Background: an optimization exercise with open tools, aiming at small area, a short achievable clock period and few clock cycles. Do not read the settings as production practice. Only simulation tests tie the RTL to the original design; equivalence was not proved. No activity file was given, so power comes from the tool's default toggle rates.

File: flow/run.sh
#!/bin/bash
# The standard layout, with the port buffers inserted as the smallest buffer cell
# (resizing then sizes them up where timing needs it). Every input and output port
# still gets its own buffer.
set -euo pipefail
export BUFFER_PORTS_ARGS="-buffer_cell sky130_fd_sc_hd__buf_1"
bash standard.sh finish > standard_flow.log 2>&1
File: standard.sh
#!/bin/bash
# synth_recipe.tcl (not shown) runs the flow's synth.tcl, then flattens the netlist and writes it again
# the make line also repeats each setting of config.mk as NAME=value (left out here)
make -C /OpenROAD-flow-scripts/flow DESIGN_CONFIG=/design/flow/config.mk WORK_HOME=/design/flow/orfs CLKGATE_MAP_FILE= SYNTH_SCRIPT=/design/flow/synth_recipe.tcl "${@:-finish}"
File: config.mk
export PLATFORM = sky130hd
export DESIGN_NAME = grid_cell_neighbor_enumerator
export DESIGN_NICKNAME = grid_cell_neighbor_enumerator
export VERILOG_FILES = /design/flow/design.v
export SDC_FILE = /design/flow/constraint.sdc
export NUM_CORES = 4
export LEC_CHECK = 0
export CAP_MARGIN = 0
export CORE_MARGIN = 2
export CORE_UTILIZATION = 55
export CTS_BUF_LIST = sky130_fd_sc_hd__clkbuf_4 sky130_fd_sc_hd__clkbuf_8
export SETUP_SLACK_MARGIN = 4.7
export SLEW_MARGIN = 0
File: constraint.sdc
create_clock -name core_clock -period 8.0 [get_ports {i_clk}]
set_input_delay 1.6000 -clock core_clock [delete_from_list [all_inputs] [get_ports {i_clk}]]
set_output_delay 1.6000 -clock core_clock [all_outputs]
set_load 0.01 [all_outputs]
File: design.v
package gcne_pkg;
    localparam int INDEX_W     = 31;
    localparam int COORD_OUT_W = 10;
    localparam int CFG_REG_W   = 11;
    localparam int APB_DATA_W  = 32;
    localparam int APB_ADDR_W  = 4;
    localparam int NUM_SLOTS   = 27;
    localparam int SLOT_W      = 5;
    localparam int PLANE_SLOTS = 9;
    typedef logic [1:0] t_cfg_reg;
    localparam logic [1:0] REG_SIZE_I = 2'd0;
    localparam logic [1:0] REG_SIZE_J = 2'd1;
    localparam logic [1:0] REG_SIZE_K = 2'd2;
    typedef logic [1:0] t_off;
    localparam logic [1:0] OFF_ZERO = 2'd0;
    localparam logic [1:0] OFF_DEC  = 2'd1;
    localparam logic [1:0] OFF_INC  = 2'd2;
    typedef struct packed {
        t_off di;
        t_off dj;
        t_off dk;
    } t_slot_off;
    typedef struct packed {
        logic dec_i;
        logic inc_i;
        logic dec_j;
        logic inc_j;
        logic dec_k;
        logic inc_k;
    } t_nbr_flags;
    function automatic t_slot_off center_offset(logic [3:0] sub);
        t_slot_off o;
        case (sub)
            4'd0:    o = {OFF_ZERO, OFF_ZERO, OFF_ZERO};
            4'd1:    o = {OFF_ZERO, OFF_ZERO, OFF_INC};
            4'd2:    o = {OFF_ZERO, OFF_ZERO, OFF_DEC};
            4'd3:    o = {OFF_ZERO, OFF_INC, OFF_ZERO};
            4'd4:    o = {OFF_ZERO, OFF_INC, OFF_DEC};
            4'd5:    o = {OFF_ZERO, OFF_INC, OFF_INC};
            4'd6:    o = {OFF_ZERO, OFF_DEC, OFF_ZERO};
            4'd7:    o = {OFF_ZERO, OFF_DEC, OFF_DEC};
            4'd8:    o = {OFF_ZERO, OFF_DEC, OFF_INC};
            default: o = {OFF_ZERO, OFF_ZERO, OFF_ZERO};
        endcase
        center_offset = o;
    endfunction
    function automatic t_slot_off side_offset(logic [3:0] sub, t_off di);
        t_slot_off o;
        case (sub)
            4'd0:    o = {di, OFF_ZERO, OFF_ZERO};
            4'd1:    o = {di, OFF_DEC, OFF_ZERO};
            4'd2:    o = {di, OFF_DEC, OFF_DEC};
            4'd3:    o = {di, OFF_DEC, OFF_INC};
            4'd4:    o = {di, OFF_ZERO, OFF_DEC};
            4'd5:    o = {di, OFF_INC, OFF_ZERO};
            4'd6:    o = {di, OFF_INC, OFF_DEC};
            4'd7:    o = {di, OFF_INC, OFF_INC};
            4'd8:    o = {di, OFF_ZERO, OFF_INC};
            default: o = {di, OFF_ZERO, OFF_ZERO};
        endcase
        side_offset = o;
    endfunction
    function automatic t_slot_off slot_offset(int s);
        t_slot_off o;
        if (s < PLANE_SLOTS) o = center_offset(4'(s));
        else if (s < 2 * PLANE_SLOTS) o = side_offset(4'(s - PLANE_SLOTS), OFF_DEC);
        else o = side_offset(4'(s - 2 * PLANE_SLOTS), OFF_INC);
        slot_offset = o;
    endfunction
    function automatic logic axis_ok(t_off o, logic dec_ok, logic inc_ok);
        logic r;
        case (o)
            OFF_DEC: r = dec_ok;
            OFF_INC: r = inc_ok;
            default: r = 1'b1;
        endcase
        axis_ok = r;
    endfunction
    function automatic logic slot_allowed(t_slot_off o, t_nbr_flags f);
        slot_allowed = axis_ok(o.di, f.dec_i, f.inc_i) &
               axis_ok(o.dj, f.dec_j, f.inc_j) &
               axis_ok(o.dk, f.dec_k, f.inc_k);
    endfunction
    function automatic logic [2:0] off_val(t_off o);
        logic [2:0] r;
        case (o)
            OFF_DEC: r = 3'b111;
            OFF_INC: r = 3'b001;
            default: r = 3'b000;
        endcase
        off_val = r;
    endfunction
endpackage
module gcne_front #(
    parameter int MAX_DIM = 1024
) (
    input  logic                               i_clk,
    input  logic                               i_rst_n,
    input  logic                               i_req_valid,
    output logic                               o_req_ready,
    input  logic [gcne_pkg::INDEX_W-1:0]       i_req_cell_index,
    input  logic [$clog2(MAX_DIM)-1:0]         i_last_i,    
    input  logic [$clog2(MAX_DIM)-1:0]         i_last_j,
    input  logic [$clog2(MAX_DIM)-1:0]         i_last_k,
    input  logic                               i_size_zero,   
    input  logic                               i_cfg_wr,
    output logic                               o_job_valid,
    input  logic                               i_job_ready,
    input  logic                               i_job_busy,
    output logic                               o_job_ok,
    output gcne_pkg::t_nbr_flags               o_job_flags,
    output logic [$clog2(MAX_DIM)-1:0]         o_job_i,
    output logic [$clog2(MAX_DIM)-1:0]         o_job_j,
    output logic [$clog2(MAX_DIM)-1:0]         o_job_k
);
    localparam int CW = $clog2(MAX_DIM);
    localparam int SW = $clog2(MAX_DIM + 1);
    localparam int NW = $clog2(3 * CW + 1);
    function automatic logic [NW-1:0] bit_len(logic [CW-1:0] m);
        logic [NW-1:0] r;
        r = '0;
        for (int b = 0; b < CW; b++) begin
            if (m[b]) r = NW'(b + 1);
        end
        bit_len = r;
    endfunction
    logic [CW-1:0]   last_i;
    logic [CW-1:0]   last_j;
    logic [CW-1:0]   last_k;
    assign last_i = i_last_i;
    assign last_j = i_last_j;
    assign last_k = i_last_k;
    logic            r_dirty;    
    logic [NW-1:0]   r_wm1;      
    logic            r_wm1_z;    
    logic            r_zero;     
    logic [NW-1:0]   nbits;
    assign nbits = bit_len(last_i) + bit_len(last_j) + bit_len(last_k);
    always_ff @(posedge i_clk) begin
        if (!i_rst_n) begin
            r_dirty <= 1'b1;
        end else begin
            r_dirty <= i_cfg_wr;
        end
        r_wm1   <= (nbits == '0) ? '0 : nbits - NW'(1);
        r_wm1_z <= (nbits <= NW'(1));
        r_zero  <= i_size_zero;
    end
    logic            r_act;      
    logic [NW-1:0]   r_cnt;      
    logic            r_cnt_z;    
    logic            r_hi;       
    logic [NW-1:0]   sel;
    logic            last_tok;
    logic [gcne_pkg::INDEX_W-1:0] high_mask;
    logic            fetch;
    logic            stall;
    logic            r_a_valid;
    logic            r_a_bit;
    logic            r_a_first;
    logic            r_a_last;
    logic            r_a_rej;
    logic            a_free;
    logic            r_c_done;
    logic            r_rej_pend;   
    logic            b_hold;
    logic            r_b_valid;
    logic            r_b_last;
    always_comb begin
        for (int b = 0; b < gcne_pkg::INDEX_W; b++) begin
            high_mask[b] = (NW'(b) > r_wm1);
        end
    end
    always_ff @(posedge i_clk) begin
        r_hi <= r_zero || ((i_req_cell_index & high_mask) != '0);
    end
    assign sel      = r_act ? r_cnt : r_wm1;
    assign last_tok = r_act ? (r_cnt_z || r_hi) : r_wm1_z;
    assign a_free      = !r_a_valid || (!stall && !b_hold);
    assign o_req_ready = last_tok && !r_dirty &&
                         (!r_a_valid || ((!r_c_done || (!i_job_busy && !r_rej_pend)) && !b_hold));
    assign fetch       = i_req_valid && !r_dirty && a_free && (!last_tok || o_req_ready);
    always_ff @(posedge i_clk) begin
        if (!i_rst_n) begin
            r_act <= 1'b0;
        end else if (fetch) begin
            r_act <= !last_tok;
        end
    end
    always_ff @(posedge i_clk) begin
        if (fetch) begin
            r_cnt   <= (r_act ? r_cnt : r_wm1) - NW'(1);
            r_cnt_z <= ((r_act ? r_cnt : r_wm1) == NW'(1));
        end
    end
    always_ff @(posedge i_clk) begin
        if (!i_rst_n) begin
            r_a_valid <= 1'b0;
        end else if (a_free) begin
            r_a_valid <= fetch;
        end
    end
    always_ff @(posedge i_clk) begin
        if (fetch) begin
            r_a_bit   <= i_req_cell_index[sel];
            r_a_first <= !r_act;
            r_a_last  <= last_tok;
            r_a_rej   <= r_act ? r_hi : (r_zero || (i_req_cell_index[gcne_pkg::INDEX_W-1:1] != '0));
        end
    end
    logic            r_b_q;
    logic            r_b_first;
    logic            r_b_rej;
    logic [CW-1:0]   r_rem_j;
    logic [SW-1:0]   t1;
    logic [SW:0]     d1;
    assign t1 = {(r_a_first ? CW'(0) : r_rem_j), r_a_bit};
    assign d1 = {1'b0, t1} + {2'b11, ~last_j};
    assign b_hold = r_a_first && r_b_valid && r_b_last;
    always_ff @(posedge i_clk) begin
        if (!i_rst_n) begin
            r_b_valid <= 1'b0;
        end else if (!stall) begin
            r_b_valid <= r_a_valid && !b_hold;
        end
    end
    always_ff @(posedge i_clk) begin
        if (!stall && r_a_valid && !b_hold) begin
            r_rem_j   <= CW'(d1[SW] ? t1 : d1[SW-1:0]);
            r_b_q     <= !d1[SW];
            r_b_first <= r_a_first;
            r_b_last  <= r_a_last;
            r_b_rej   <= r_a_rej;
        end
    end
    logic [CW-1:0]   r_rem_i;
    logic [CW-1:0]   r_k;
    logic            r_ovf;
    logic            r_c_rej;
    logic [SW-1:0]   t2;
    logic [SW:0]     d2;
    logic            q2;
    logic [CW-1:0]   k_prev;
    logic            step_c;
    assign t2      = {(r_b_first ? CW'(0) : r_rem_i), r_b_q};
    assign d2      = {1'b0, t2} + {2'b11, ~last_i};
    assign q2      = !d2[SW];
    assign k_prev  = r_b_first ? CW'(0) : r_k;
    logic            c_ok;
    logic            convert;
    assign c_ok    = !r_c_rej && !r_ovf && (r_k <= last_k);
    assign convert = r_c_done && !c_ok && !r_rej_pend && !i_job_ready;
    assign stall   = r_c_done && !((i_job_ready && !r_rej_pend) || convert);
    always_ff @(posedge i_clk) begin
        if (!i_rst_n) begin
            r_rej_pend <= 1'b0;
        end else begin
            r_rej_pend <= convert || (r_rej_pend && !i_job_ready);
        end
    end
    assign step_c = r_b_valid && !stall;
    always_ff @(posedge i_clk) begin
        if (!i_rst_n) begin
            r_c_done <= 1'b0;
        end else if (!stall) begin
            r_c_done <= r_b_valid && r_b_last;
        end
    end
    always_ff @(posedge i_clk) begin
        if (step_c) begin
            r_rem_i <= CW'(q2 ? d2[SW-1:0] : t2);
            r_k     <= {k_prev[CW-2:0], q2};
            r_ovf   <= (!r_b_first && r_ovf) || k_prev[CW-1];
            r_c_rej <= r_b_rej;
        end
    end
    assign o_job_valid       = r_c_done || r_rej_pend;
    assign o_job_ok          = c_ok && !r_rej_pend;
    assign o_job_i           = r_rem_i;
    assign o_job_j           = r_rem_j;
    assign o_job_k           = r_k;
    assign o_job_flags.dec_i = (r_rem_i != '0);
    assign o_job_flags.inc_i = (r_rem_i != last_i);
    assign o_job_flags.dec_j = (r_rem_j != '0);
    assign o_job_flags.inc_j = (r_rem_j != last_j);
    assign o_job_flags.dec_k = (r_k != '0);
    assign o_job_flags.inc_k = (r_k != last_k);
endmodule
module gcne_back #(
    parameter int COORD_W = 10
) (
    input  logic                 i_clk,
    input  logic                 i_rst_n,
    input  logic                 i_job_valid,
    output logic                 o_job_ready,
    input  logic                 i_job_ok,
    input  gcne_pkg::t_nbr_flags i_job_flags,
    input  logic [COORD_W-1:0]   i_job_i,
    input  logic [COORD_W-1:0]   i_job_j,
    input  logic [COORD_W-1:0]   i_job_k,
    output logic                 o_res_valid,
    input  logic                 i_res_ready,
    output logic [gcne_pkg::COORD_OUT_W-1:0] o_res_cell_i,
    output logic [gcne_pkg::COORD_OUT_W-1:0] o_res_cell_j,
    output logic [gcne_pkg::COORD_OUT_W-1:0] o_res_cell_k,
    output logic                 o_res_valid_res,
    output logic                 o_res_last
);
    localparam int PS = gcne_pkg::PLANE_SLOTS;
    typedef struct packed {
        gcne_pkg::t_slot_off off;     
        logic [8:0]          step;    
        logic                last;    
    } t_walk;
    function automatic logic [3:0] plane_jk(logic is_side, int p);
        gcne_pkg::t_slot_off o;
        o = is_side ? gcne_pkg::side_offset(4'(p), gcne_pkg::OFF_ZERO)
                    : gcne_pkg::center_offset(4'(p));
        plane_jk = {o.dj, o.dk};
    endfunction
    function automatic logic jk_ok(logic [3:0] jk, gcne_pkg::t_nbr_flags f);
        jk_ok = gcne_pkg::axis_ok(jk[3:2], f.dec_j, f.inc_j) &
                gcne_pkg::axis_ok(jk[1:0], f.dec_k, f.inc_k);
    endfunction
    function automatic logic [2:0] off_step(gcne_pkg::t_off a, gcne_pkg::t_off b);
        logic [2:0] r;
        case ({a, b})
            {gcne_pkg::OFF_ZERO, gcne_pkg::OFF_DEC}:  r = 3'b111;
            {gcne_pkg::OFF_ZERO, gcne_pkg::OFF_INC}:  r = 3'b001;
            {gcne_pkg::OFF_DEC,  gcne_pkg::OFF_ZERO}: r = 3'b001;
            {gcne_pkg::OFF_DEC,  gcne_pkg::OFF_INC}:  r = 3'b010;
            {gcne_pkg::OFF_INC,  gcne_pkg::OFF_ZERO}: r = 3'b111;
            {gcne_pkg::OFF_INC,  gcne_pkg::OFF_DEC}:  r = 3'b110;
            default:                                  r = 3'b000;
        endcase
        off_step = r;
    endfunction
    function automatic t_walk walk(gcne_pkg::t_slot_off c, gcne_pkg::t_nbr_flags f);
        t_walk          w;
        logic           side;
        logic [3:0]     pos;
        logic [PS-1:0]  cand;
        logic           found;
        logic           two;
        logic           jk_any;
        side   = (c.di != gcne_pkg::OFF_ZERO);
        jk_any = f.dec_j | f.inc_j | f.dec_k | f.inc_k;
        pos    = '0;
        for (int p = 0; p < PS; p++) begin
            if ({c.dj, c.dk} == plane_jk(side, p)) pos = 4'(p);
        end
        for (int p = 0; p < PS; p++) begin
            cand[p] = (4'(p) > pos) && jk_ok(plane_jk(side, p), f);
        end
        found = 1'b0;
        two   = 1'b0;
        w.off = '0;
        for (int p = 0; p < PS; p++) begin
            if (cand[p]) begin
                if (found) two = 1'b1;
                else w.off = {c.di, plane_jk(side, p)};
                found = 1'b1;
            end
        end
        if (found) begin
            w.last = !two &&
                     !((c.di == gcne_pkg::OFF_ZERO) && (f.dec_i || f.inc_i)) &&
                     !((c.di == gcne_pkg::OFF_DEC) && f.inc_i);
        end else begin
            w.off  = {((c.di == gcne_pkg::OFF_ZERO) && f.dec_i) ? gcne_pkg::OFF_DEC
                                                                : gcne_pkg::OFF_INC,
                      gcne_pkg::OFF_ZERO, gcne_pkg::OFF_ZERO};
            w.last = !jk_any && !((w.off.di == gcne_pkg::OFF_DEC) && f.inc_i);
        end
        w.step = {off_step(c.di, w.off.di), off_step(c.dj, w.off.dj), off_step(c.dk, w.off.dk)};
        walk = w;
    endfunction
    function automatic logic [COORD_W-1:0] add_step(logic [COORD_W-1:0] x, logic [2:0] d);
        add_step = x + {{(COORD_W-3){d[2]}}, d};
    endfunction
    logic                   r_valid;
    logic                   r_last;
    logic                   r_vres;
    logic [COORD_W-1:0]     r_i;
    logic [COORD_W-1:0]     r_j;
    logic [COORD_W-1:0]     r_k;
    gcne_pkg::t_nbr_flags   r_flags;
    gcne_pkg::t_slot_off    r_noff;     
    logic [8:0]             r_nstep;    
    logic                   r_nlast;    
    t_walk                  w_run;
    t_walk                  w_load;
    t_walk                  w;
    logic                   adv;
    logic                   more;
    logic                   step;
    logic                   load;
    assign w_run  = walk(r_noff, r_flags);
    assign w_load = walk('0, i_job_flags);
    assign w      = more ? w_run : w_load;
    assign adv         = !r_valid || i_res_ready;
    assign more        = r_valid && !r_last;
    assign step        = adv && more;
    assign o_job_ready = adv && !more;
    assign load        = i_job_valid && o_job_ready;
    assign o_res_valid     = r_valid;
    assign o_res_cell_i    = r_i;
    assign o_res_cell_j    = r_j;
    assign o_res_cell_k    = r_k;
    assign o_res_valid_res = r_vres;
    assign o_res_last      = r_last;
    always_ff @(posedge i_clk) begin
        if (!i_rst_n) begin
            r_valid <= 1'b0;
        end else if (adv) begin
            r_valid <= more || i_job_valid;
        end
    end
    always_ff @(posedge i_clk) begin
        if (step) begin
            r_last  <= r_nlast;
            r_i     <= add_step(r_i, r_nstep[8:6]);
            r_j     <= add_step(r_j, r_nstep[5:3]);
            r_k     <= add_step(r_k, r_nstep[2:0]);
            r_noff  <= w.off;
            r_nstep <= w.step;
            r_nlast <= w.last;
        end else if (load) begin
            r_flags <= i_job_flags;
            r_vres  <= i_job_ok;
            r_last  <= !i_job_ok || (i_job_flags == '0);
            r_i     <= i_job_ok ? i_job_i : '0;
            r_j     <= i_job_ok ? i_job_j : '0;
            r_k     <= i_job_ok ? i_job_k : '0;
            r_noff  <= w.off;
            r_nstep <= w.step;
            r_nlast <= w.last;
        end
    end
endmodule
module grid_cell_neighbor_enumerator #(
    parameter int MAX_DIM = 1024
) (
    input  logic                            i_clk,
    input  logic                            i_rst_n,
    input  logic                            req_valid,
    output logic                            req_ready,
    input  logic [gcne_pkg::INDEX_W-1:0]    req_cell_index,
    output logic                            res_valid,
    input  logic                            res_ready,
    output logic [gcne_pkg::COORD_OUT_W-1:0] res_cell_i,
    output logic [gcne_pkg::COORD_OUT_W-1:0] res_cell_j,
    output logic [gcne_pkg::COORD_OUT_W-1:0] res_cell_k,
    output logic                            res_valid_res,
    output logic                            res_last,
    input  logic                            psel,
    input  logic                            penable,
    input  logic                            pwrite,
    input  logic [gcne_pkg::APB_ADDR_W-1:0] paddr,
    input  logic [gcne_pkg::APB_DATA_W-1:0] pwdata,
    output logic [gcne_pkg::APB_DATA_W-1:0] prdata,
    output logic                            pready
);
    localparam int CW = $clog2(MAX_DIM);
    localparam int SW = $clog2(MAX_DIM + 1);
    logic [gcne_pkg::CFG_REG_W-1:0] r_szm_i;
    logic [gcne_pkg::CFG_REG_W-1:0] r_szm_j;
    logic [gcne_pkg::CFG_REG_W-1:0] r_szm_k;
    logic [gcne_pkg::CFG_REG_W-1:0] wr_m;
    logic [CW-1:0]        last_i;
    logic [CW-1:0]        last_j;
    logic [CW-1:0]        last_k;
    logic                 size_zero;
    logic                 cfg_wr;
    gcne_pkg::t_cfg_reg   cfg_sel;
    logic                 job_valid;
    logic                 job_ready;
    logic                 job_ok;
    gcne_pkg::t_nbr_flags job_flags;
    logic [CW-1:0]        job_i;
    logic [CW-1:0]        job_j;
    logic [CW-1:0]        job_k;
    assign pready  = 1'b1;
    assign cfg_wr  = psel && penable && pwrite;
    assign cfg_sel = paddr[3:2];
    assign wr_m = pwdata[gcne_pkg::CFG_REG_W-1:0] - gcne_pkg::CFG_REG_W'(1);
    always_ff @(posedge i_clk) begin
        if (!i_rst_n) begin
            r_szm_i <= '0;
            r_szm_j <= '0;
            r_szm_k <= '0;
        end else if (cfg_wr) begin
            case (cfg_sel)
                gcne_pkg::REG_SIZE_I: r_szm_i <= wr_m;
                gcne_pkg::REG_SIZE_J: r_szm_j <= wr_m;
                gcne_pkg::REG_SIZE_K: r_szm_k <= wr_m;
                default: begin
                end
            endcase
        end
    end
    logic [gcne_pkg::CFG_REG_W-1:0] r_rdata;
    logic [gcne_pkg::CFG_REG_W-1:0] rd_m;
    always_comb begin
        case (cfg_sel)
            gcne_pkg::REG_SIZE_I: rd_m = r_szm_i;
            gcne_pkg::REG_SIZE_J: rd_m = r_szm_j;
            gcne_pkg::REG_SIZE_K: rd_m = r_szm_k;
            default:    rd_m = '1;
        endcase
    end
    always_ff @(posedge i_clk) begin
        r_rdata <= rd_m + gcne_pkg::CFG_REG_W'(1);
    end
    assign prdata = gcne_pkg::APB_DATA_W'(r_rdata);
    function automatic logic [CW-1:0] clamp_last(logic [gcne_pkg::CFG_REG_W-1:0] m);
        clamp_last = (m >= gcne_pkg::CFG_REG_W'(MAX_DIM)) ? CW'(MAX_DIM - 1) : m[CW-1:0];
    endfunction
    assign last_i    = clamp_last(r_szm_i);
    assign last_j    = clamp_last(r_szm_j);
    assign last_k    = clamp_last(r_szm_k);
    assign size_zero = (r_szm_i == '1) || (r_szm_j == '1) || (r_szm_k == '1);
    gcne_front #(
        .MAX_DIM (MAX_DIM)
    ) u_front (
        .i_clk            (i_clk),
        .i_rst_n          (i_rst_n),
        .i_req_valid      (req_valid),
        .o_req_ready      (req_ready),
        .i_req_cell_index (req_cell_index),
        .i_last_i         (last_i),
        .i_last_j         (last_j),
        .i_last_k         (last_k),
        .i_size_zero      (size_zero),
        .i_cfg_wr         (cfg_wr),
        .o_job_valid      (job_valid),
        .i_job_ready      (job_ready),
        .i_job_busy       (res_valid),
        .o_job_ok         (job_ok),
        .o_job_flags      (job_flags),
        .o_job_i          (job_i),
        .o_job_j          (job_j),
        .o_job_k          (job_k)
    );
    gcne_back #(
        .COORD_W (CW)
    ) u_back (
        .i_clk           (i_clk),
        .i_rst_n         (i_rst_n),
        .i_job_valid     (job_valid),
        .o_job_ready     (job_ready),
        .i_job_ok        (job_ok),
        .i_job_flags     (job_flags),
        .i_job_i         (job_i),
        .i_job_j         (job_j),
        .i_job_k         (job_k),
        .o_res_valid     (res_valid),
        .i_res_ready     (res_ready),
        .o_res_cell_i    (res_cell_i),
        .o_res_cell_j    (res_cell_j),
        .o_res_cell_k    (res_cell_k),
        .o_res_valid_res (res_valid_res),
        .o_res_last      (res_last)
    );
endmodule
==> results of run 1 <==
## worst register-to-register path, cell delays in order, from the launching register on
cell and delay [ns]:
edfxtp_1 0.41, buf_4 0.18, inv_2 0.09, nand2_2 0.09, inv_1 0.08, ha_1 0.22, a21o_1 0.17, a21oi_2 0.16
nand2b_1 0.12, a21oi_1 0.09, o41a_1 0.37, a31o_4 0.27, a221o_2 0.44, mux2_2 0.29
## path summary, 6_finish.rpt
path	slack (ns)	start	cells past startpoint	to
setup reg to reg	4.80	u_front.r_a_first	13	u_front.r_rem_j[7]
hold / removal	0.43	u_front.r_a_last	0	u_front.r_b_last
setup / recovery	4.80	u_front.r_a_first	13	u_front.r_rem_j[7]
hold reg to reg	0.43	u_front.r_a_last	0	u_front.r_b_last
## layer usage
layer  GRT usage (%)  vias to the layer above  part of all wire [%]
met5               0                        -                     0
met4            5.81                        0                   1.2
met3            2.98                       30                   4.4
met2            44.1                      285                    48
met1            37.9                     4644                    46
li1                -                     4795                     -
## Yosys cell counts, drive strengths merged, types with 36 or more instances
library cell	n
nor2	150
edfxtp	100
nand2	89
inv	72
ha	68
dfxtp	59
a21oi	50
xnor2	49
clkbuf	47
a211oi	45
o21ai	41
o22ai	41
nor3	38
buf	36
## power groups by stage
stage	clock [uW]	sequential (uW)	combinational, uW
final	668	988	537
after global routing	712	996	606
after CTS	681	986	527
after detailed placement	0	1010	514
after global placement	0	1010	510
after floorplan	0	967	430
## registers in the layout, indices dropped and copies added, names as in the netlist, 5 cells and up
name and count:
u_back.r_j 10, u_back.r_noff 6, u_front.r_rem_j 10, u_front.r_wm1 5
u_back.r_k 10, u_front.r_cnt 5, r_rdata 11, u_front.r_k 10
r_szm_j 11, u_back.r_nstep 9, u_back.r_i 10, r_szm_i 11
r_szm_k 11, u_back.r_flags 6, u_front.r_rem_i 10
## cell type report
type | count | area [um^2]
multi-input combinational | 984 | 6920
sequential | 159 | 4200
inverter | 72 | 270
tap | 270 | 338
timing repair buffer | 123 | 586
clock buffer | 18 | 248
fill | 1805 | 7620
clock inverter | 14 | 191
## timing repair
action | CTS | global route
pin swaps | 2 | 3
gates resized for setup | 18 | 40
setup buffers | 12 | 8
setup endpoints to repair | 112 | 98
cloned | 1 | 2
## through the flow
step | cells | setup WS, ns
after floorplan | 1295 | 4.72
after global placement | 1585 | 3.88
after detailed placement | 1585 | 3.78
after CTS | 1630 | 4.59
after global routing | 1640 | 4.68
final | 1640 | 4.80
## logic make-up (layout without fill, tap and decap cells)
logic type,count (synthesis),count (layout)
and+or+nand+nor,435,437
AOI/OAI and AO/OA,318,319
DFF,159,159
buffers and inverters,155,227
xor gates and xnor gates,82,82
adders and majority gates,80,80
muxes,44,44
other,2,22
==> notes.md, run 1 <==
chip height=149 um; port bufs=95; initial drt markers=849; commonest non-fill, non-tap cell in the layout=nor2_1; post-route cell area=12,700 um^2; core area=20,400 um^2; Final Hold Fails=0; total clock sinks=159; Tmin final=3.20 ns; Hold Path Class=flip-flop to flip-flop; final hold slack=0.426 ns; vias per std cell=5.95; commonest cells after routing, fill and taps aside=147 x nor2_1, 100 x edfxtp_1, 92 x buf_1, 87 x nand2_1; combinational power share=24.5%; first-pass GRT wire length=46.9 mm; Worst VDD drop=0.000204 V; top_reg_cell synth=edfxtp_1; Clk Latency, worst-skew pair=0.47 ns; clk_skew=0.0143 ns; Max Transition Viols Final=0; max cap viols=0; CTS Buf Count=17; CTS tree=built; Reg power frac=45.1%; die width=149 um; Crit. End Element=flip-flop; switching pwr=705 uW; Post-Syn Area=11,500 um^2; layout overhead on the synthesized area=10.8%; clk slew on worst S/H paths=0.09 ns; Ys Warns=3; final period utilization=40.0%; Total Power=2190 uW; clk root buf=clkbuf_8; RSZ-0062 raised after global routing=yes; clock buffer depth=2; Adder-Cell Fraction of Synth Area=9.31%; Placement Rows=52; drt first pass iters=5; Final TNS setup=0 ns; vias in the first global route=8,845; largest family of logic cells by synthesized area=compound AO/OA/AOI/OAI gates; CTS Hold Bufs=0; initial antenna violation count=0; Post-DRT Antenna Nets=0; Via Count=9,754; layout cells sized above 1=11.5%; largest area contributor in the netlist=edfxtp_1; PwrDens=172 nW/um^2; worst path cell trace=buf_4 > inv_2 > nand2_2 > inv_1 > ha_1 > a21o_1 > a21oi_2 > nand2b_1 > a21oi_1 > o41a_1 > a31o_4 > a221o_2 > mux2_2; post-synthesis mux area share=4.36%; Avg WL per Cell=18.1 um; Antenna Cells=0; Initial Utilization=56.5%; Residual DRC=0; register area share after synthesis=36.4%; peak clock frequency supported by timing=312 MHz; routability cong.=0.899; top-area cell type share of the netlist area=26.1%; largest net degree at the start of global routing=56; DIE AREA=22,100 um^2; Simple-Gate Fraction of Synth Area=18.0%; Mean Syn Cell Area=9.02 um^2; Cell variety after synth=83; status=finished clean; CP Launch Type=flip-flop; Buf/Inv on CP=3; CP max-delay cell=a221o_2; WP data arrival=3.42 ns; switch share=32.1%; Post-synth EDFFs=100; Final nets=1,509; Placed Instance Area=11,900 um^2; cells after synthesis=1,275; grt total ovfl=0; clock power share=30.4%; Crit path required time=8.22 ns; Power Internal=1490 uW; Detailed Place HPWL=21.3 mm; Max-Slew Margin vs Limit=35.4%; Max FO, Critical Path=5; CP Class=flip-flop to flip-flop; Clock H-tree levels=4; final setup vio count=0; Compound-Gate Fraction of Synth Area=19.6%; Synth Area in XOR/XNOR=6.24%; top-level I/O count=141; Worst-Margin Slew=0.942 ns; top cells by area, synth=edfxtp_1 26%, dfxtp_1 10%, ha_1 7.4%; max incr delay on CP=0.44 ns; final core occ=62.6%; async set-or-reset flop fraction in the synthesized netlist=0%; Lkg Pwr=0.00488 uW; delay-heaviest family, CP=compound AO/OA/AOI/OAI gates; gr usage total=26.7%; final WL=29.7 mm; Synth Register Bits=159
Testbench counts, summed over its fixed seeds: cycles 126,644.
==> run 2: changes to the inputs <==
--- a/config.mk
+++ b/config.mk
@@ -6,8 +6,8 @@
 export NUM_CORES = 4
 export LEC_CHECK = 0
-export CAP_MARGIN = 0
+export CAP_MARGIN = 20
 export CORE_MARGIN = 2
-export CORE_UTILIZATION = 55
+export CORE_UTILIZATION = 50
 export CTS_BUF_LIST = sky130_fd_sc_hd__clkbuf_4 sky130_fd_sc_hd__clkbuf_8
-export SETUP_SLACK_MARGIN = 4.7
-export SLEW_MARGIN = 0
+export SETUP_SLACK_MARGIN = 4.8
+export SLEW_MARGIN = 20
==> run 2 against run 1 <==
Wire length up 3.9%. Fmax up 0.83%. Combinational power up 7.8%. Cell area up 3.3%. Non-clock buffer count up 27. Critical endpoint is now req_ready.
==> notes.md, run 2 <==
status=finished clean; total clock sinks=159 (unchanged); clk_skew=0.0174 ns (+0.00310 ns); RSZ-0062 raised after global routing=yes; Post-DRT Antenna Nets=0 (unchanged); gr usage total=25.2% (-1.5 points); Post-synth EDFFs=100 (unchanged); Placement Rows=55 (+5.8%); Worst VDD drop=0.000145 V (-29%); final period utilization=39.7% (-0.33 points); CTS Hold Bufs=0 (unchanged); port bufs=95 (unchanged); async set-or-reset flop fraction in the synthesized netlist=0% (unchanged); R2R Setup Slk=4.84 ns (+0.04 ns); clock power share=29.8% (-0.6 points); CP Class=flip-flop to primary output; commonest non-fill, non-tap cell in the layout=nor2_1; Synth Register Bits=159 (unchanged); Clock H-tree levels=4 (unchanged); die width=156 um (+4.8%); final setup vio count=0 (unchanged); PwrDens=170 nW/um^2 (-1.3%); Max FO, Critical Path=2 (-3); top-level I/O count=141 (unchanged); Crit. End Element=primary output; drt first pass iters=6 (+1); CP Launch Type=flip-flop; Max Transition Viols Final=0 (unchanged); Via Count=9,947 (+2.0%); layout overhead on the synthesized area=14.5%; top-area cell type share of the netlist area=26.1% (unchanged); layout cells sized above 1=15.0% (+3.5 points); Mean Syn Cell Area=9.02 um^2 (unchanged); clk slew on worst S/H paths=0.09 ns (about the same); grt total ovfl=0 (unchanged); Cell variety after synth=83 (unchanged); Clk Latency, worst-skew pair=0.48 ns (about the same); largest area contributor in the netlist=edfxtp_1; vias per std cell=5.92 (-0.51%); Final nets=1,535 (+1.7%); Reg power frac=44.3% (-0.8 points); Place WS=3.93 ns (+0.155 ns); placed cell count=1,602 (+1.1%); Max-Slew Margin vs Limit=31.9% (-3.5 points); CTS tree=built; chip height=156 um (+4.8%); Worst-Margin Slew=1.02 ns (+0.0762 ns); Final TNS setup=0 ns (unchanged); Synth top cells by count=149 x nor2_1, 100 x edfxtp_1, 89 x nand2_1; core area=22,600 um^2 (+11%); routability cong.=0.917 (+2.0%); clock buffer depth=2 (unchanged); max cap viols=0 (unchanged); first-pass GRT wire length=48.4 mm (+3.2%); Crit path required time=6.40 ns (-1.82 ns); combinational power share=25.9% (+1.4 points); Residual DRC=0 (unchanged); peak clock frequency supported by timing=315 MHz (+0.83%); Initial Utilization=50.8% (-5.7 points); top-count cell post-synth=nor2_1; commonest cells after routing, fill and taps aside=145 x nor2_1, 100 x edfxtp_1, 92 x buf_1, 85 x nand2_1, 65 x inv_1; Final Hold Fails=0 (unchanged); final WL=30.8 mm (+3.9%); cells after synthesis=1,275 (unchanged); top cells by area, synth=edfxtp_1 26%, dfxtp_1 10%, ha_1 7.4%; switching pwr=731 uW (+3.7%); switch share=32.7% (+0.55 points); Detailed Place HPWL=22.4 mm (+5.1%); Hold Path Class=flip-flop to flip-flop; top_reg_cell synth=edfxtp_1; register area share after synthesis=36.4% (unchanged); DIE AREA=24,200 um^2 (+9.7%); Lkg Pwr=0.00509 uW (+4.5%); Tmin final=3.17 ns (-0.0264 ns); WP data arrival=1.57 ns (-1.85 ns); final std cells w/o fill=1,681 (+2.5%); fillers=2,055 (+14%); Post-Syn Area=11,500 um^2 (unchanged); Ys Warns=3 (unchanged); clk root buf=clkbuf_8; CTS Buf Count=17 (unchanged); largest net degree at the start of global routing=56 (unchanged); vias in the first global route=9,203 (+4.0%); Avg WL per Cell=18.3 um (+1.4%); initial antenna violation count=1 (+1); Power Internal=1510 uW (+1.1%); initial drt markers=764 (-10%); Antenna Cells=0 (unchanged); setup slack after layout=4.83 ns (+0.0264 ns)
run 2: layout make-up:
class	instances	area (um^2)	area share, %
clock buffers	17	234	1.78
clock inverters	15	194	1.47
inverters	72	278	2.11
multi-input cells	983	7070	53.7
flip-flops and latches	159	4210	31.9
well taps	285	357	2.71
repair buffers	150	833	6.33
run 2: power groups by stage:
stage,sequential [uW],clock (uW),combinational (uW)
2_1_floorplan,967,0,431
3_3_place_gp,1010,0,516
3_5_place_dp,1010,0,526
4_1_cts,987,678,545
5_1_grt,994,710,648
6_report,990,667,579
run 2: per-stage QoR:
step	cell area, um^2	hold slack [ns]	total power (uW)	util (%)
2_1_floorplan	11600	0.400	1400	-
3_3_place_gp	12000	0.404	1520	52.9
3_5_place_dp	12000	0.407	1530	52.9
4_1_cts	12700	0.430	2210	56.0
5_1_grt	13200	0.441	2350	58.2
6_report	13200	0.433	2240	58.2
run 2: repair_timing:
| item | in CTS | in global routing |
|---|---|---|
| gates cloned | 1 | 1 |
| setup endpoints to repair | 115 | 102 |
| gates resized for setup | 32 | 71 |
| endpoints found under the hold margin | 0 | 0 |
| buffers inserted | 22 | 23 |
| pin swaps | 5 | 22 |
run 2: logic make-up (layout without fill, tap and decap cells):
| family | after synthesis | after routing | share of synthesized area (%) |
|---|---|---|---|
| other cells | 2 | 22 | 0.0653 |
| xor+xnor | 82 | 82 | 6.24 |
| mux | 44 | 44 | 4.36 |
| buf+inv | 155 | 254 | 6.07 |
| compound gates | 318 | 319 | 19.6 |
| flops | 159 | 159 | 36.4 |
| simple gates | 435 | 436 | 18.0 |
| fa+ha+maj | 80 | 80 | 9.31 |
run 2: path summary, 6_finish.rpt:
kind,from,endpoint,depth (start not counted)
setup / recovery,u_front.r_a_first,req_ready,5
hold / removal,u_front.r_a_last,u_front.r_b_last,0
setup reg to reg,u_front.r_a_first,u_front.r_rem_j[3],13
hold reg to reg,u_front.r_a_last,u_front.r_b_last,0
run 2: metal layers:
layer	vias to the layer above	share of wire (%)	wire, um	GRT usage [%]
li1	4870	-	-	-
met1	4723	46	14100	34.3
met2	309	48	14700	41.7
met3	43	4.8	1480	3.75
met4	2	1.8	549	7.16
met5	-	0.042	13	0
run 2: critical path: stages (launching register included):
cell and delay (ns):
edfxtp_1 0.44, buf_6 0.16, nand3_4 0.08, nand2_4 0.07, a211oi_2 0.19, buf_2 0.16
==> run 3: changes to the inputs <==
--- a/config.mk
+++ b/config.mk
@@ -6,8 +6,9 @@
 export NUM_CORES = 4
 export LEC_CHECK = 0
+export ABC_AREA = 1
 export CAP_MARGIN = 20
 export CORE_MARGIN = 2
-export CORE_UTILIZATION = 50
+export CORE_UTILIZATION = 55
 export CTS_BUF_LIST = sky130_fd_sc_hd__clkbuf_4 sky130_fd_sc_hd__clkbuf_8
-export SETUP_SLACK_MARGIN = 4.8
+export SETUP_SLACK_MARGIN = 4.9
 export SLEW_MARGIN = 20
==> run 3 against run 2 <==
Still clean on timing, DRC and antenna. Clock skew shrank 0.0039 ns. Die area is 9.2% lower. Global-route usage is 1.2 points higher. Area after synthesis down 0.41%. Sequential cell count unchanged. Non-clock buffer count shrank 26. Clock power fell by 11%. Count of clock-buffer cells in the layout rose by 4. Fmax increased by 4.5%. First-iteration DRC count fell by 5.6%. Hold slack got worse by 0.0049 ns. Critical path type unchanged. Largest cell class unchanged.
==> notes.md, run 3 <==
WP data arrival=1.44 ns (-0.13 ns); final WL=29.3 mm (-5.0%); CP max-delay cell=dfxtp_1; top cells by area, synth=edfxtp_1 26%, dfxtp_1 10%, ha_1 7.4%; WHS Endpoint=u_front.r_b_rej; Worst VDD drop=0.000168 V (+15%); worst path cell trace=o21ai_0 > a21oi_2 > nor2_1 > clkbuf_2; Worst Reg2Reg Path Length in Cells=16 (+3); Worst-Margin Slew=0.798 ns (-0.220 ns); Max-Slew Margin vs Limit=46.7% (+15 points); switch share=34.2% (+1.5 points); Synth Register Bits=159 (unchanged); Avg WL per Cell=15.5 um (-15%); CTS tree=built; top_reg_cell synth=edfxtp_1; R2R Setup Slk=5.03 ns (+0.19 ns); CP Class=flip-flop to primary output; Clock H-tree levels=4 (unchanged); Ys Warns=3 (unchanged); switching pwr=722 uW (-1.2%); Initial Utilization=56.3% (+5.4 points); Final nets=1,754 (+14%); delay-heaviest family, CP=compound AO/OA/AOI/OAI gates; Post-Syn Area=11,500 um^2 (-0.41%); initial antenna violation count=0 (-1); Via Count=10,302 (+3.6%); max incr delay on CP=0.36 ns (-0.08 ns); Power Internal=1390 uW (-7.8%); commonest non-fill, non-tap cell in the layout=nand2_1; total clock sinks=159 (unchanged); largest area contributor in the netlist=edfxtp_1; Residual DRC=0 (unchanged); routability cong.=0.900 (-1.9%); top-area cell type share of the netlist area=26.2% (+0.11 points); chip height=148 um (-4.7%); Clk Latency, worst-skew pair=0.47 ns (about the same); Crit. path cell count=4 (-1); top-level I/O count=141 (unchanged); first-pass GRT wire length=46.3 mm (-4.3%); Cell variety after synth=58 (-30%); clock power share=28.0% (-1.8 points); RSZ-0062 raised after global routing=yes; commonest cells after routing, fill and taps aside=208 x nand2_1, 206 x inv_1, 181 x nor2_1, 139 x o21ai_0, 102 x a21oi_1; vias per std cell=5.47 (-7.6%); Hold Path Class=flip-flop to flip-flop; cells after synthesis=1,494 (+17%); Antenna Cells=0 (unchanged); CTS Hold Bufs=0 (unchanged); Post-synth EDFFs=100 (unchanged); vias in the first global route=9,221 (+0.20%); Tmin final=3.04 ns (-0.137 ns); Max FO, Critical Path=4 (+2); Crit. End Element=primary output; port bufs=95 (unchanged); PwrDens=164 nW/um^2 (-3.2%); worst reg2reg path startpoint=r_szm_j[0]; peak clock frequency supported by timing=329 MHz (+4.5%); status=finished clean; drt first pass iters=5 (-1); Placement Rows=52 (-5.5%); Max Transition Viols Final=0 (unchanged); min-delay src=u_front.r_a_rej; initial drt markers=721 (-5.6%); layout overhead on the synthesized area=12.0%; Crit path required time=6.40 ns (about the same); Mean Syn Cell Area=7.67 um^2 (-15%); grt total ovfl=0 (unchanged); Synth top cells by count=214 x inv_1, 210 x nand2_1, 195 x nor2_1; core area=20,400 um^2 (-10%); clk_skew=0.0134 ns (-0.00395 ns); RR Endpoint=u_front.r_wm1_z; Detailed Place HPWL=22.3 mm (-0.70%); max cap viols=0 (unchanged); async set-or-reset flop fraction in the synthesized netlist=0% (unchanged); fillers=1,906 (-7.3%); hold depth=0 (unchanged); top-count cell post-synth=inv_1; final period utilization=38.0% (-1.7 points); CTS Buf Count=17 (unchanged); combinational power share=26.3% (+0.4 points); setup slack after layout=4.96 ns (+0.137 ns); Final TNS setup=0 ns (unchanged); die width=148 um (-4.7%); Lkg Pwr=0.00548 uW (+7.6%); Post-DRT Antenna Nets=0 (unchanged); clk root buf=clkbuf_8; CP Launch Type=flip-flop; clock buffer depth=2 (unchanged); DIE AREA=22,000 um^2 (-9.2%); Final Hold Fails=0 (unchanged); Buf/Inv on CP=1 (-1); register area share after synthesis=36.5% (+0.15 points); largest net degree at the start of global routing=48 (-14%); gr usage total=26.4% (+1.2 points); Reg power frac=45.7% (+1.4 points); Place WS=4.16 ns (+0.226 ns); clk slew on worst S/H paths=0.09 ns (about the same); final setup vio count=0 (unchanged); layout cells sized above 1=10.5% (-4.5 points)
-- run 3: logic make-up after synthesis --
| family | after synthesis | share of synthesized area (%) |
|---|---|---|
| xor+xnor | 66 | 5.05 |
| fa+ha+maj | 78 | 9.17 |
| buf+inv | 282 | 10.1 |
| simple gates | 577 | 22.8 |
| flops | 159 | 36.5 |
| other cells | 2 | 0.0656 |
| compound gates | 330 | 16.3 |
-- run 3: worst max-delay path by stage --
stage                         from       endpoint
floorplan                 paddr[2]    r_rdata[10]
global placement       r_szm_k[10]  u_back.r_i[6]
detailed placement        paddr[2]    r_rdata[10]
CTS                  u_front.r_act      req_ready
global route           r_szm_k[10]  u_front.r_b_q
finish              u_back.r_valid      req_ready
-- run 3: final cells by class --
| class | instances | area [um^2] | area share [%] |
|---|---|---|---|
| multi-input combinational | 1073 | 6440 | 50.1 |
| sequential | 159 | 4200 | 32.7 |
| inverter | 223 | 856 | 6.67 |
| timing repair buffer | 124 | 594 | 4.63 |
| tap | 270 | 338 | 2.63 |
| clock buffer | 21 | 277 | 2.15 |
| clock inverter | 11 | 109 | 0.848 |
| timing repair inverter | 4 | 25.0 | 0.195 |
-- run 3: stage by stage --
stage | utilization (%) | cell area [um^2] | instances | hold slack (ns) | total power, uW
4_1_cts | 61.6 | 12600 | 1866 | 0.430 | 2080
6_report | 63.0 | 12800 | 1885 | 0.428 | 2110
2_1_floorplan | - | 11600 | 1514 | 0.400 | 1370
3_3_place_gp | 59.1 | 12000 | 1827 | 0.404 | 1490
5_1_grt | 63.0 | 12800 | 1885 | 0.450 | 2230
3_5_place_dp | 59.1 | 12000 | 1827 | 0.408 | 1490
-- run 3: layer usage --
metal  routed length, um  GRT usage, %  up-vias
met1               13800          37.7     4704
met3                1590          3.34       43
met5                   0             0        -
met2               13300          42.3      330
met4                 572          7.24        0
li1                    -             -     5225
-- run 3: power by group through the flow --
stage          registers (uW)  clock network (uW)  logic [uW]
3_5_place_dp              985                   0         509
3_3_place_gp              985                   0         505
4_1_cts                   965                 599         519
2_1_floorplan             958                   0         408
6_report                  965                 591         554
5_1_grt                   970                 627         630
-- run 3: what timing repair did --
item / CTS / global route
pin swaps: 0 / 16
endpoints found under the setup margin: 134 / 131
cloned: 0 / 4
gates resized for setup: 21 / 45
setup buffers: 7 / 15
-- run 3: worst register-to-register path, cell delays in order (launching register included) --
cell     delay, ns
dfxtp_1       0.47
inv_1         0.09
o21ai_0       0.15
a21oi_1       0.08
o21ai_0       0.15
nand2_1       0.06
nand2_1       0.05
nand2_1       0.06
fa_1          0.40
inv_1         0.07
ha_2          0.17
inv_1         0.05
fa_2          0.57
inv_2         0.06
nor2_1        0.12
nand4_1       0.14
a21oi_2       0.19
==> run 4: changes to the inputs <==
--- a/config.mk
+++ b/config.mk
@@ -11,4 +11,4 @@
 export CORE_UTILIZATION = 55
 export CTS_BUF_LIST = sky130_fd_sc_hd__clkbuf_4 sky130_fd_sc_hd__clkbuf_8
-export SETUP_SLACK_MARGIN = 4.9
+export SETUP_SLACK_MARGIN = 4.5
 export SLEW_MARGIN = 20
==> run 4 against run 3 <==
Still clean. Total power grew 1.4%. Cell area shrank 2.6%. Combinational power shrank 8.1%. Critical path type is now input pin to flip-flop. Largest cell class unchanged. Highest routed layer unchanged.
==> notes.md, run 4 <==
combinational power share=23.8% (-2.5 points); Reg power frac=45.3% (-0.4 points); CTS tree=built; Final nets=1,732 (-1.3%); max cap viols=0 (unchanged); Detailed Place HPWL=22.2 mm (about the same); layout overhead on the synthesized area=9.13%; switching pwr=690 uW (-4.4%); fillers=1,961 (+2.9%); Cell variety after synth=58 (unchanged); register area share after synthesis=36.5% (unchanged); gr usage total=26.7% (+0.35 points); vias in the first global route=9,483 (+2.8%); commonest non-fill, non-tap cell in the layout=inv_1; CTS Buf Count=17 (unchanged); top-count cell post-synth=inv_1; Post-DRT Antenna Nets=0 (unchanged); Avg WL per Cell=15.5 um (-0.33%); Placement Rows=52 (unchanged); core area=20,400 um^2 (unchanged); DIE AREA=22,000 um^2 (unchanged); layout cells sized above 1=6.59% (-3.9 points); top_reg_cell synth=edfxtp_1; vias per std cell=5.42 (-0.77%); Worst VDD drop=0.000151 V (-9.7%); Max Transition Viols Final=0 (unchanged); Synth top cells by count=214 x inv_1, 210 x nand2_1, 195 x nor2_1; Clock H-tree levels=4 (unchanged); cells after synthesis=1,494 (unchanged); initial drt markers=747 (+3.6%); Power Internal=1450 uW (+4.4%); async set-or-reset flop fraction in the synthesized netlist=0% (unchanged); Tmin final=3.26 ns (+0.227 ns); Antenna Cells=0 (unchanged); top-area cell type share of the netlist area=26.2% (unchanged); first-pass GRT wire length=46.9 mm (+1.4%); WP data arrival=3.62 ns (+2.18 ns); routability cong.=0.941 (+4.5%); CTS Hold Bufs=0 (unchanged); switch share=32.3% (-2.0 points); final setup vio count=0 (unchanged); clock power share=30.9% (+2.9 points); clk_skew=0.0210 ns (+0.00755 ns); PwrDens=171 nW/um^2 (+4.1%); Max FO, Critical Path=10 (+6); register area=4190 um^2 (-0.33%); status=finished clean; CP Launch Type=input pin; clock buffer depth=2 (unchanged); worst path cell trace=buf_1 > nor2_2 > inv_1 > o221ai_1 > ha_1 > and3_1 > nand3b_1 > nor4_2 > nand2_1 > xnor2_1; Initial Utilization=56.3% (unchanged); final WL=28.8 mm (-1.5%); Ys Warns=3 (unchanged); Post-Syn Area=11,500 um^2 (unchanged); Max-Slew Margin vs Limit=44.5% (-2.3 points); Hold Path Class=flip-flop to flip-flop; max incr delay on CP=0.30 ns (-0.06 ns); total clock sinks=159 (unchanged); commonest cells after routing, fill and taps aside=214 x inv_1, 210 x nand2_1, 190 x nor2_1, 140 x o21ai_0, 107 x a21oi_1; Crit path required time=8.36 ns (+1.96 ns); Buf/Inv on CP=2 (+1); peak clock frequency supported by timing=306 MHz (-7.0%); Residual DRC=0 (unchanged); Via Count=10,103 (-1.9%); CP max-delay cell=o221ai_1; Crit. End Element=flip-flop; Post-synth EDFFs=100 (unchanged); largest area contributor in the netlist=edfxtp_1; Lkg Pwr=0.00538 uW (-1.8%); Clk Latency, worst-skew pair=0.47 ns (about the same); Final Hold Fails=0 (unchanged); CP Class=input pin to flip-flop; Worst-Margin Slew=0.832 ns (+0.0340 ns); delay-heaviest family, CP=simple AND/OR/NAND/NOR gates; Final TNS setup=0 ns (unchanged); setup slack after layout=4.74 ns (-0.227 ns); port bufs=95 (unchanged); grt total ovfl=0 (unchanged); initial antenna violation count=0 (unchanged); RSZ-0062 raised after global routing=no; clk root buf=clkbuf_8; Place WS=4.09 ns (-0.0687 ns); top cells by area, synth=edfxtp_1 26%, dfxtp_1 10%, ha_1 7.4%; Mean Syn Cell Area=7.67 um^2 (unchanged); drt first pass iters=7 (+2); area of the multi-input gates=6250 um^2 (-2.9%); chip height=148 um (unchanged); Synth Register Bits=159 (unchanged); final period utilization=40.8% (+2.8 points); die width=148 um (unchanged); largest net degree at the start of global routing=48 (unchanged); clk slew on worst S/H paths=0.09 ns (about the same); top-level I/O count=141 (unchanged)
[run 4: cell counts after synthesis]
No cell type changed its count.
[run 4: path summary, 6_finish.rpt]
check | from | end | slack [ns] | depth (start not counted)
worst min register to register | u_front.r_a_last | u_front.r_b_last | 0.42 | 0
worst max-delay path | paddr[3] | r_rdata[10] | 4.74 | 10
worst max register to register | r_szm_i[10] | u_front.r_wm1[3] | 4.74 | 15
worst min-delay path | u_front.r_a_last | u_front.r_b_last | 0.42 | 0
[run 4: cell type report]
class | count | share of cell area [%]
clock buffer | 24 | 2.44
tap | 270 | 2.70
timing repair buffer | 106 | 3.62
clock inverter | 8 | 1.01
sequential | 159 | 33.5
multi-input combinational | 1073 | 50.0
inverter | 223 | 6.76
[run 4: power by group through the flow]
stage | sequential, uW | clock, uW | combinational, uW
2_1_floorplan | 958 | 0 | 405
3_3_place_gp | 985 | 0 | 495
3_5_place_dp | 986 | 0 | 501
4_1_cts | 967 | 667 | 504
5_1_grt | 973 | 699 | 588
6_report | 969 | 662 | 509
[run 4: through the flow]
| step | hold WS, ns | cells | instance area, um^2 | utilization, % | power [uW] |
|---|---|---|---|---|---|
| after global routing | 0.437 | 1863 | 12500 | 61.4 | 2260 |
| after CTS | 0.425 | 1860 | 12400 | 61.0 | 2140 |
| after floorplan | 0.400 | 1514 | 11500 | - | 1360 |
| final | 0.425 | 1863 | 12500 | 61.4 | 2140 |
| after detailed placement | 0.407 | 1828 | 12000 | 58.9 | 1490 |
| after global placement | 0.404 | 1828 | 12000 | 58.8 | 1480 |
[run 4: kinds of logic after synthesis]
logic type               count (synthesis)  synth area share, %
XOR/XNOR                                66                 5.05
flip-flops                             159                 36.5
AND/OR/NAND/NOR                        577                 22.8
other                                    2               0.0656
buffers and inverters                  282                 10.1
AO/OA/AOI/OAI                          330                 16.3
adder cells (fa/ha/maj)                 78                 9.17
[run 4: worst register-to-register path: cells and delay by family (launching register included)]
kind / cells / cell delay, ns
adder cells (fa/ha/maj): 3 / 1.15
buffers and inverters: 4 / 0.27
AO/OA/AOI/OAI: 3 / 0.34
AND/OR/NAND/NOR: 5 / 0.93
flip-flops: 1 / 0.44
[run 4: timing repair]
item | in CTS | in global routing
gates resized for setup | 1 | 13
buffers inserted | 0 | 3
endpoints found under the setup margin | 3 | 86
[run 4: routing by layer]
metal	wire length, um	GRT usage, %
met5	0	0
met4	546	7.33
met3	1450	4.02
met2	13100	43.3
met1	13700	37.4
==> run 5: changes to the inputs <==
--- a/config.mk
+++ b/config.mk
@@ -11,4 +11,4 @@
 export CORE_UTILIZATION = 55
 export CTS_BUF_LIST = sky130_fd_sc_hd__clkbuf_4 sky130_fd_sc_hd__clkbuf_8
-export SETUP_SLACK_MARGIN = 4.5
+export SETUP_SLACK_MARGIN = 5.0
 export SLEW_MARGIN = 20
==> run 5 against run 4 <==
Still clean. First-iteration DRC count increased by 6.2%. Cell area increased by 6.6%. Wire length increased by 3.2%. Die area stayed put. Utilization increased by 4.1 points. Worst setup slack better by 0.28 ns. Non-clock buffer count rose by 44. Cell count increased by 2.6%. Synthesized cell count unchanged. Register-to-register slack better by 0.34 ns. Sequential cell count unchanged. Global-route usage fell by 0.16 points. Critical endpoint is now u_front.r_b_q.
==> notes.md, run 5 <==
CTS Buf Count=17 (unchanged); clk_skew=0.0193 ns (-0.00172 ns); Synth top cells by count=214 x inv_1, 210 x nand2_1, 195 x nor2_1; PwrDens=166 nW/um^2 (-2.8%); vias per std cell=5.51 (+1.7%); min-delay src=u_front.r_a_last; final setup vio count=0 (unchanged); DIE AREA=22,000 um^2 (unchanged); Avg WL per Cell=15.6 um (+0.56%); CTS tree=built; Ys Warns=3 (unchanged); initial antenna violation count=0 (unchanged); layout cells sized above 1=13.1% (+6.5 points); RSZ-0062 raised after global routing=yes; largest area contributor in the netlist=edfxtp_1; top-area cell type share of the netlist area=26.2% (unchanged); Clock H-tree levels=4 (unchanged); top-count cell post-synth=inv_1; Power Internal=1490 uW (+2.7%); Worst-Margin Slew=1.01 ns (+0.178 ns); total clock sinks=159 (unchanged); vias in the first global route=9,539 (+0.59%); RR Endpoint=u_front.r_wm1[2]; switching pwr=728 uW (+5.5%); commonest non-fill, non-tap cell in the layout=inv_1; Antenna Cells=0 (unchanged); Placed Instance Area=12,100 um^2 (+0.68%); first-pass GRT wire length=46.9 mm (-0.10%); cells after synthesis=1,494 (unchanged); core area=20,400 um^2 (unchanged); Worst VDD drop=0.000189 V (+25%); final period utilization=37.3% (-3.5 points); chip height=148 um (unchanged); Detailed Place HPWL=22.1 mm (-0.71%); Clk Latency, worst-skew pair=0.48 ns (about the same); die width=148 um (unchanged); top-level I/O count=141 (unchanged); clk root buf=clkbuf_8; Residual DRC=0 (unchanged); grt total ovfl=0 (unchanged); top cells by area, synth=edfxtp_1 26%, dfxtp_1 10%, ha_1 7.4%; Crit path required time=8.10 ns (-0.26 ns); gr usage total=26.5% (-0.16 points); CP Class=input pin to flip-flop; post-route cell area=13,300 um^2 (+6.6%); Mean Syn Cell Area=7.67 um^2 (unchanged); Post-DRT Antenna Nets=0 (unchanged); max cap viols=0 (unchanged); Crit. End Element=flip-flop; Max FO, Critical Path=15 (+5); peak clock frequency supported by timing=335 MHz (+9.5%); combinational power share=25.8% (+2.0 points); Reg power frac=43.6% (-1.7 points); Cell variety after synth=58 (unchanged); routability cong.=0.910 (-3.3%); Via Count=10,542 (+4.3%); Max Transition Viols Final=0 (unchanged); Tmin final=2.98 ns (-0.283 ns); port bufs=95 (unchanged); WHS Endpoint=u_front.r_b_last; Final TNS setup=0 ns (unchanged); Max-Slew Margin vs Limit=32.7% (-12 points); clock power share=30.6% (-0.3 points); commonest cells after routing, fill and taps aside=207 x inv_1, 205 x nand2_1, 180 x nor2_1, 135 x o21ai_0; final WL=29.8 mm (+3.2%); worst reg2reg path startpoint=r_szm_k[3]; status=finished clean; Post-synth EDFFs=100 (unchanged); Final Hold Fails=0 (unchanged); async set-or-reset flop fraction in the synthesized netlist=0% (unchanged); clk slew on worst S/H paths=0.08 ns (about the same); layout overhead on the synthesized area=16.3%; Placement Rows=52 (unchanged); drt first pass iters=6 (-1); top_reg_cell synth=edfxtp_1; Final nets=1,781 (+2.8%); Worst Reg2Reg Path Length in Cells=12 (-3); WP data arrival=3.08 ns (-0.54 ns); clock buffer depth=2 (unchanged); initial drt markers=793 (+6.2%); register area share after synthesis=36.5% (unchanged); Initial Utilization=56.3% (unchanged); Lkg Pwr=0.00572 uW (+6.2%); switch share=32.9% (+0.61 points); Synth Register Bits=159 (unchanged); hold depth=0 (unchanged); R2R Setup Slk=5.08 ns (+0.34 ns); CP Launch Type=input pin; Post-Syn Area=11,500 um^2 (unchanged); Hold Path Class=flip-flop to flip-flop; largest net degree at the start of global routing=48 (unchanged)
[run 5: cell count changes in the layout (fill, tap and decap cells not counted), moves of 5 or more]
cell and delta:
a21oi_1 -7, a21oi_2 +6, buf_4 +42, clkinv_4 +5
dfxtp_1 -9, dfxtp_4 +6, inv_1 -7, nand2_1 -5
nor2_1 -10, nor2_4 +8, o21ai_0 -5
[run 5: power groups by stage]
stage                     logic, uW  registers (uW)  clock network, uW
after floorplan                 409             958                  0
after global placement          499             987                  0
after detailed placement        505             987                  0
after CTS                       521             966                688
after global routing            644             972                721
final                           571             967                678
[run 5: final cells by class]
type	instances	area, um^2
fill	1813	7040
multi-input combinational	1074	6620
sequential	159	4210
inverter	223	876
timing repair buffer	150	808
tap	270	338
clock buffer	19	262
clock inverter	13	186
timing repair inverter	4	26.3
[run 5: through the flow]
stage / util [%] / hold WS [ns] / total power (uW) / setup slack (ns) / cells
after global routing: 65.5 / 0.436 / 2340 / 4.82 / 1912
final: 65.5 / 0.426 / 2220 / 5.02 / 1912
after global placement: 59.3 / 0.404 / 1490 / 4.19 / 1829
after detailed placement: 59.3 / 0.406 / 1490 / 4.08 / 1829
after CTS: 62.1 / 0.424 / 2170 / 4.91 / 1869
after floorplan: - / 0.400 / 1370 / 4.84 / 1514
[run 5: worst max-delay path, stage by stage]
cell and delay, ns:
buf_1 0.26, inv_12 0.05, a21oi_4 0.17, o21bai_1 0.13, nand2_1 0.11, nand2_1 0.12, nor2_2 0.62
[run 5: repair_timing]
item	CTS	global route
setup endpoints to repair	74	91
gates cloned	0	5
hold buffers	0	0
endpoints found under the hold margin	0	0
pin swaps	2	29
resized for setup	23	90
buffers inserted	8	38
[run 5: worst max path at each step]
stage                    start  slack [ns]  depth (start not counted)             to
finish               res_ready        5.02                          7  u_front.r_b_q
global route        r_szm_k[9]        4.82                         12  u_front.r_b_q
CTS                   paddr[2]        4.91                         10    r_rdata[10]
detailed placement    paddr[2]        4.08                         10    r_rdata[10]
global placement      paddr[2]        4.19                         10    r_rdata[10]
floorplan             paddr[3]        4.84                         10     r_rdata[9]
[run 5: kinds of logic after synthesis]
group	Yosys count	synth area share, %
AOI/OAI and AO/OA	330	16.3
xor gates and xnor gates	66	5.05
adders and majority gates	78	9.17
buffers and inverters	282	10.1
DFF	159	36.5
other	2	0.0656
and+or+nand+nor	577	22.8
[run 5: layer usage]
layer | vias up | track usage, % | share of wire (%)
li1 | 5285 | - | -
met1 | 4862 | 37.6 | 46
met2 | 343 | 42.1 | 46
met3 | 52 | 3.99 | 5.6
met4 | 0 | 8.43 | 2.2
met5 | - | 0 | 0
==> run 6: changes to the inputs <==
--- a/config.mk
+++ b/config.mk
@@ -9,6 +9,6 @@
 export CAP_MARGIN = 20
 export CORE_MARGIN = 2
-export CORE_UTILIZATION = 55
+export CORE_UTILIZATION = 62
 export CTS_BUF_LIST = sky130_fd_sc_hd__clkbuf_4 sky130_fd_sc_hd__clkbuf_8
-export SETUP_SLACK_MARGIN = 5.0
+export SETUP_SLACK_MARGIN = 4.9
 export SLEW_MARGIN = 20
==> run 6 against run 5 <==
Count of clock-buffer cells in the layout increased by 4. Synthesized cell count is the same. Via count down 0.83%. Clock skew decreased by 0.00062 ns. Non-clock buffer count fell by 33. Combinational power is 5.4% lower. First-iteration DRC count up 18%. Total power decreased by 1.7%. Utilization increased by 5.4 points. Hold slack improved by 0.0031 ns. Cell area shrank 4.2%. Die area down 11%. Critical path type is now flip-flop to primary output.
==> notes.md, run 6 <==
Hold Path Class=flip-flop to flip-flop; commonest non-fill, non-tap cell in the layout=nand2_1; gr usage total=29.5% (+3.0 points); CTS Buf Count=17 (unchanged); Ys Warns=3 (unchanged); largest net degree at the start of global routing=47 (-2.1%); fillers=1,547 (-15%); CP Class=flip-flop to primary output; Tmin final=2.99 ns (+0.0137 ns); final setup vio count=0 (unchanged); Via Count=10,455 (-0.83%); Synth top cells by count=214 x inv_1, 210 x nand2_1, 195 x nor2_1; CP max-delay cell=edfxtp_1; Mean Syn Cell Area=7.67 um^2 (unchanged); CP Launch Type=flip-flop; largest area contributor in the netlist=edfxtp_1; top cells by area, synth=edfxtp_1 26%, dfxtp_1 10%, ha_1 7.4%; clock buffer depth=2 (unchanged); async set-or-reset flop fraction in the synthesized netlist=0% (unchanged); Post-synth EDFFs=100 (unchanged); Residual DRC=0 (unchanged); first-pass GRT wire length=46.9 mm (-0.10%); Post-Syn Area=11,500 um^2 (unchanged); top-count cell post-synth=inv_1; Final nets=1,746 (-2.0%); WP data arrival=1.39 ns (-1.69 ns); Antenna Cells=0 (unchanged); die width=140 um (-5.7%); clk slew on worst S/H paths=0.08 ns (about the same); switching pwr=702 uW (-3.6%); Max FO, Critical Path=4 (-11); Worst VDD drop=0.000136 V (-28%); top-level I/O count=141 (unchanged); register area share after synthesis=36.5% (unchanged); max incr delay on CP=0.43 ns (-0.19 ns); clk root buf=clkbuf_8; Final TNS setup=0 ns (unchanged); CTS Hold Bufs=0 (unchanged); clock power share=30.8% (+0.2 points); chip height=140 um (-5.7%); initial drt markers=939 (+18%); initial antenna violation count=0 (unchanged); CTS tree=built; DIE AREA=19,600 um^2 (-11%); Crit path required time=6.40 ns (-1.70 ns); Power Internal=1480 uW (-0.78%); top-area cell type share of the netlist area=26.2% (unchanged); total clock sinks=159 (unchanged); routability cong.=0.961 (+5.5%); Worst-Margin Slew=0.806 ns (-0.204 ns); Clock H-tree levels=4 (unchanged); layout cells sized above 1=9.89% (-3.2 points); cells after synthesis=1,494 (unchanged); port bufs=95 (unchanged); Initial Utilization=63.6% (+7.3 points); Placement Rows=49 (-5.8%); Lkg Pwr=0.00548 uW (-4.0%); Synth Register Bits=159 (unchanged); layout overhead on the synthesized area=11.5%; Max Transition Viols Final=0 (unchanged); setup slack after layout=5.01 ns (-0.0137 ns); final WL=29.3 mm (-1.4%); PwrDens=171 nW/um^2 (+2.6%); combinational power share=24.8% (-1.0 points); Place WS=3.94 ns (-0.142 ns); switch share=32.2% (-0.63 points); peak clock frequency supported by timing=334 MHz (-0.46%); clk_skew=0.0186 ns (-0.000621 ns); Cell variety after synth=58 (unchanged); Final Hold Fails=0 (unchanged); RSZ-0062 raised after global routing=yes; status=finished clean; drt first pass iters=6 (unchanged); worst path cell trace=nand3_1 > a21oi_2 > nor2_1 > buf_2; Post-DRT Antenna Nets=0 (unchanged); commonest cells after routing, fill and taps aside=209 x nand2_1, 208 x inv_1, 184 x nor2_1, 136 x o21ai_0, 103 x a21oi_1; Clk Latency, worst-skew pair=0.46 ns (-0.02 ns); Reg power frac=44.4% (+0.8 points); top_reg_cell synth=edfxtp_1; core area=18,000 um^2 (-11%); final period utilization=37.4% (+0.17 points); vias in the first global route=9,567 (+0.29%); Detailed Place HPWL=22.1 mm (about the same); Crit. End Element=primary output; grt total ovfl=0 (unchanged); Max-Slew Margin vs Limit=46.2% (+14 points); vias per std cell=5.69 (+3.3%); Avg WL per Cell=16.0 um (+2.7%); max cap viols=0 (unchanged)
[run 6: cells by family (layout without fill, tap and decap cells)]
family	Yosys count	count (layout)	synth area share, %
AND/OR/NAND/NOR	577	577	22.8
buffers and inverters	282	375	10.1
other	2	22	0.0656
flip-flops	159	159	36.5
XOR/XNOR	66	66	5.05
AO/OA/AOI/OAI	330	330	16.3
adder cells (fa/ha/maj)	78	78	9.17
[run 6: per-layer routing]
layer / up-vias / part of all wire [%] / track usage [%]
li1: 5214 / - / -
met1: 4816 / 44 / 40.8
met2: 380 / 47 / 48.5
met3: 45 / 6.2 / 3.97
met4: 0 / 2.2 / 9.37
met5: - / 0 / 0
[run 6: area by class of cell]
cell class / instances / area [um^2] / area share (%)
timing repair buffer: 117 / 551 / 4.31
tap: 229 / 287 / 2.24
inverter: 223 / 862 / 6.75
clock buffer: 23 / 285 / 2.23
clock inverter: 9 / 158 / 1.23
sequential: 159 / 4210 / 32.9
multi-input combinational: 1073 / 6410 / 50.2
timing repair inverter: 3 / 20.0 / 0.157
[run 6: critical path, delay by kind of cell, from the launching register on]
family                 cells  cell delay (ns)
flip-flops                 1             0.43
AND/OR/NAND/NOR            2             0.20
AO/OA/AOI/OAI              1             0.19
buffers and inverters      1             0.13
[run 6: stage by stage]
| step | total power, uW | util [%] | area (um^2) | hold slack [ns] | instances |
|---|---|---|---|---|---|
| 6_report | 2180 | 70.9 | 12800 | 0.429 | 1836 |
| 5_1_grt | 2290 | 70.9 | 12800 | 0.439 | 1836 |
| 4_1_cts | 2170 | 69.7 | 12600 | 0.434 | 1824 |
| 3_5_place_dp | 1500 | 66.5 | 12000 | 0.418 | 1786 |
| 3_3_place_gp | 1480 | 66.5 | 12000 | 0.403 | 1786 |
| 2_1_floorplan | 1370 | - | 11600 | 0.400 | 1514 |
[run 6: power groups by stage]
| stage | Sequential [uW] | Clock, uW | Combinational (uW) |
|---|---|---|---|
| floorplan | 958 | 0 | 408 |
| global placement | 986 | 0 | 499 |
| detailed placement | 986 | 0 | 511 |
| CTS | 966 | 675 | 525 |
| global route | 972 | 707 | 612 |
| finish | 967 | 672 | 540 |
[run 6: worst paths after layout]
kind / slack [ns] / startpoint / endpoint / cells past startpoint
setup / recovery: 5.01 / u_front.r_a_first / req_ready / 4
hold / removal: 0.43 / u_front.r_a_rej / u_front.r_b_rej / 0
setup reg to reg: 5.08 / u_back.r_noff[5] / u_back.r_nstep[7] / 13
hold reg to reg: 0.43 / u_front.r_a_rej / u_front.r_b_rej / 0
[run 6: timing repair]
action / CTS / global route
cloned: 1 / 2
buffers inserted: 5 / 10
gates resized for setup: 23 / 43
setup endpoints to repair: 120 / 133
pin swaps: 2 / 7

==> afterwards: timing with drivers on the ports <==
No port has a modelled driver above. Below, the same layouts with a new extraction and two added sets of constraints. Step 1 sets driving cells, clkbuf_16 on the clock port and buf_2 on the other inputs (assumed; they add their load-dependent delay and slew). Step 2 also shifts input and output timing later by t, the mid clock arrival at the registers, as if the neighbouring blocks saw the same clock. Three values: ideal, step 1, step 2; two values: the first two.
run | shift t [ns] | setup WS [ns]
run 1 | 0.504 | 4.800 / 4.759 / 4.485
run 2 | 0.512 | 4.826 / 4.785 / 4.407
run 3 | 0.508 | 4.963 / 4.922 / 4.523
run 4 | 0.506 | 4.736 / 4.743 / 4.246
run 5 | 0.506 | 5.019 / 5.034 / 4.528
run 6 | 0.495 | 5.005 / 4.962 / 4.559
After both steps every run listed still meets setup and hold.
